Context: an optimization exercise on an open-source flow, tuned for small area, a short achievable clock period and few clock cycles per item. The choices shown serve that exercise and are no tape-out recipe. At most, simulation tests tie the RTL to the original design; equivalence was not proved. No activity file was given, so power comes from the tool's default toggle rates.

// motor_speed_pi_pid_control_core
module motor_speed_pi_pid_control_core #(
    parameter int SAMPLE_WIDTH   = 16,
    parameter int GAIN_FRAC_BITS = 8,
    parameter int ACC_WIDTH      = 48
) (
    input  wire logic                                   i_clk,
    input  wire logic                                   i_rst_n,
    input  wire logic                                   i_s_axis_tvalid,
    output      logic                                   o_s_axis_tready,
    input  wire logic [((2*SAMPLE_WIDTH+1+7)/8)*8-1:0]  i_s_axis_tdata,
    output      logic                                   o_m_axis_tvalid,
    input  wire logic                                   i_m_axis_tready,
    output      logic [mspc_pkg::OUT_DATA_W-1:0]        o_m_axis_tdata,
    input  wire logic                                   i_cfg_we,
    input  wire logic [mspc_pkg::CFG_ADDR_W-1:0]        i_cfg_addr,
    input  wire logic [mspc_pkg::CFG_DATA_W-1:0]        i_cfg_wdata
);
    localparam int EW = mspc_pkg::ERR_W;
    localparam int SW = mspc_pkg::SUM_W;
    localparam int AW = mspc_pkg::ACC_W;
    localparam int GW = mspc_pkg::GAIN_W;
    localparam int LW = mspc_pkg::LIMIT_W;
    logic          c_mode, c_swap;
    logic [GW-1:0] c_g1, c_g2, c_pos_ki;
    logic [LW-1:0] c_pwm_limit, c_int_limit;
    mspc_cfg_regs u_cfg (
        .i_clk            (i_clk),
        .i_rst_n          (i_rst_n),
        .i_cfg_we         (i_cfg_we),
        .i_cfg_addr       (i_cfg_addr),
        .i_cfg_wdata      (i_cfg_wdata),
        .o_mode           (c_mode),
        .o_swap           (c_swap),
        .o_g1             (c_g1),
        .o_g2             (c_g2),
        .o_pos_ki         (c_pos_ki),
        .o_pwm_limit      (c_pwm_limit),
        .o_integral_limit (c_int_limit)
    );
    logic r_en;          
    logic w_en;
    assign w_en            = r_en;
    assign o_s_axis_tready = r_en;
    logic          r0_v, r0_run;
    logic [15:0]   r0_t, r0_m;
    logic [EW-1:0] w_e;
    always_ff @(posedge i_clk) begin
        if (!i_rst_n) begin
            r0_v <= 1'b0;
        end else if (w_en) begin
            r0_v <= i_s_axis_tvalid;
        end
    end
    always_ff @(posedge i_clk) begin
        if (w_en) begin
            r0_t   <= i_s_axis_tdata[15:0];
            r0_m   <= i_s_axis_tdata[31:16];
  ...
Settings: LEC_CHECK=0, ABC_AREA=1, CAP_MARGIN=20, CORE_MARGIN=2, CORE_UTILIZATION=55, PLACE_DENSITY=0.7, SLEW_MARGIN=20; clock period 20.0 ns.
standard.sh (not shown) runs the stock make flow with config.mk's settings and CLKGATE_MAP_FILE= SYNTH_SCRIPT=/design/flow/synth_recipe.tcl, a recipe that flattens the netlist after the stock synthesis.
==> flow/flow/run.sh <==
#!/bin/bash
set -euo pipefail
MARGIN=${MARGIN:-14.5}
sed 's/yosys synth -nofsm -noshare/yosys synth -nofsm -noshare -noabc/' synth_recipe.tcl > synth_noabc.tcl
bash standard.sh SYNTH_SCRIPT="$PWD/synth_noabc.tcl" SETUP_SLACK_MARGIN=$MARGIN \
    "BUFFER_PORTS_ARGS=-buffer_cell sky130_fd_sc_hd__buf_2" finish > standard_flow.log 2>&1
The baseline finished clean.
Next try:
==> flow/flow/run.sh (replaced) <==
#!/bin/bash
set -euo pipefail
MARGIN=${MARGIN:-14.5}
sed 's/yosys synth -nofsm -noshare/yosys synth -nofsm -noshare -noabc/' synth_recipe.tcl > synth_noabc.tcl
bash standard.sh SYNTH_SCRIPT="$PWD/synth_noabc.tcl" SETUP_SLACK_MARGIN=$MARGIN finish > standard_flow.log 2>&1
- The changed run finished clean
- global-route usage grows by 0.21 points
- worst hold slack barely changes
- utilization is about the same
- via count shrinks slightly
Next try:
==> flow/flow/run.sh (replaced) <==
#!/bin/bash
set -euo pipefail
MARGIN=${MARGIN:-15}
sed 's/yosys synth -nofsm -noshare/yosys synth -nofsm -noshare -noabc/' synth_recipe.tcl > synth_noabc.tcl
bash standard.sh SYNTH_SCRIPT="$PWD/synth_noabc.tcl" SYNTH_OPERATIONS_ARGS=-booth SETUP_SLACK_MARGIN=$MARGIN \
    "BUFFER_PORTS_ARGS=-buffer_cell sky130_fd_sc_hd__buf_2" finish > standard_flow.log 2>&1
Outcome:
- setup slack is worse by 140 ps
- cell count came out lower by 7.7%
- global-route usage came out higher by 4.1 points
No run of this note included a check of the RTL's function; only the layout flow was run.

* * *

Another version of the RTL of motor_speed_pi_pid_control_core (not shown whole).
For scale: ~4100 cells after synthesis, ~380 flip-flops, about 90 I/O pins, ~37000 um^2 of cells after synthesis.
export LEC_CHECK = 0
export ABC_AREA = 1
export CAP_MARGIN = 20
export CORE_MARGIN = 2
export CORE_UTILIZATION = 55
export CTS_CLUSTER_DIAMETER = 100
export CTS_CLUSTER_SIZE = 20
export PLACE_DENSITY = 0.6
export SLEW_MARGIN = 20
create_clock -name core_clock -period 20.0 [get_ports {i_clk}]
==> flow/flow/run.sh <==
#!/bin/bash
set -euo pipefail
MARGIN=${MARGIN:-14.7}
sed 's/yosys synth -nofsm -noshare/yosys synth -nofsm -noshare -noabc/' synth_recipe.tcl > synth_noabc.tcl
bash standard.sh SYNTH_SCRIPT="$PWD/synth_noabc.tcl" SYNTH_OPERATIONS_ARGS=-booth SETUP_SLACK_MARGIN=$MARGIN \
    "BUFFER_PORTS_ARGS=-buffer_cell sky130_fd_sc_hd__buf_2" finish > standard_flow.log 2>&1
The first run ran to the end with no violations.
Testbench counts at the start, summed over its fixed seeds: cycles 19,416, items 19,200.
Rerun with:
--- a/flow/config.mk
+++ b/flow/config.mk
@@ -14 +14 @@
-export PLACE_DENSITY = 0.6
+export PLACE_DENSITY = 0.65
=>
- clock power shrinks by about 3%
- worst setup slack gets better by 0.037 ns
- wire length falls by 1.1%
- global-route usage shrinks by 0.59 points
- synthesized area stays the same
- die area does not change
- clock skew falls by 0.0066 ns
- worst hold slack barely changes
Rerun with:
--- a/flow/config.mk
+++ b/flow/config.mk
@@ -13,2 +13,2 @@
-export CTS_CLUSTER_SIZE = 20
-export PLACE_DENSITY = 0.65
+export CTS_CLUSTER_SIZE = 16
+export PLACE_DENSITY = 0.7
Outcome: Critical path depth increases by 9. Clock-buffer cell count increases by 8. Wire length decreases slightly. Power increases by a few percent. Non-clock buffer count increases by 7. Synthesized cell count does not change. Area after synthesis stays the same.

-- separate check: timing with driven ports --
The results above use ideal ports. As a check the final layouts listed here were re-extracted and re-timed, cells and wires unchanged. Step 1 (the two cells are an assumption about what drives the block):
set clk [get_ports {i_clk}]
set_driving_cell -lib_cell sky130_fd_sc_hd__clkbuf_16 $clk
set_driving_cell -lib_cell sky130_fd_sc_hd__buf_2 [delete_from_list [all_inputs] $clk]
Step 2 adds t to the input delays and takes it off the output delays; t is the mean of the earliest and latest rising clock arrival at the registers after step 1. Input paths then give back, and output paths get back, about the clock's delay inside the block. Three values: ideal ports, drivers, drivers and shift; two values: the first two.
run | t, ns | slack for setup (ns) | hold slack, ns
the first run of note 1 | 0.657 | 14.532 / 14.532 / 14.076 | 0.433 / 0.433 / 0.433
the second run of note 1 | 0.653 | 14.508 / 14.470 / 14.132 | 0.430 / 0.430 / 0.430
the third run of note 1 | 0.660 | 14.367 / 14.367 / 14.367 | 0.415 / 0.415 / 0.415
the first run of note 2 | 0.696 | 14.736 / 14.698 / 14.167 | 0.425 / 0.425 / 0.425
the second run of note 2 | 0.692 | 14.773 / 14.707 / 14.168 | 0.426 / 0.426 / 0.426
the third run of note 2 | 0.696 | 14.706 / 14.706 / 14.141 | 0.428 / 0.428 / 0.428
After both steps every run listed still meets setup and hold. For the second run of note 2, which loses most, drivers alone change the setup slack by -0.066 ns; drivers and shift together by -0.605 ns.
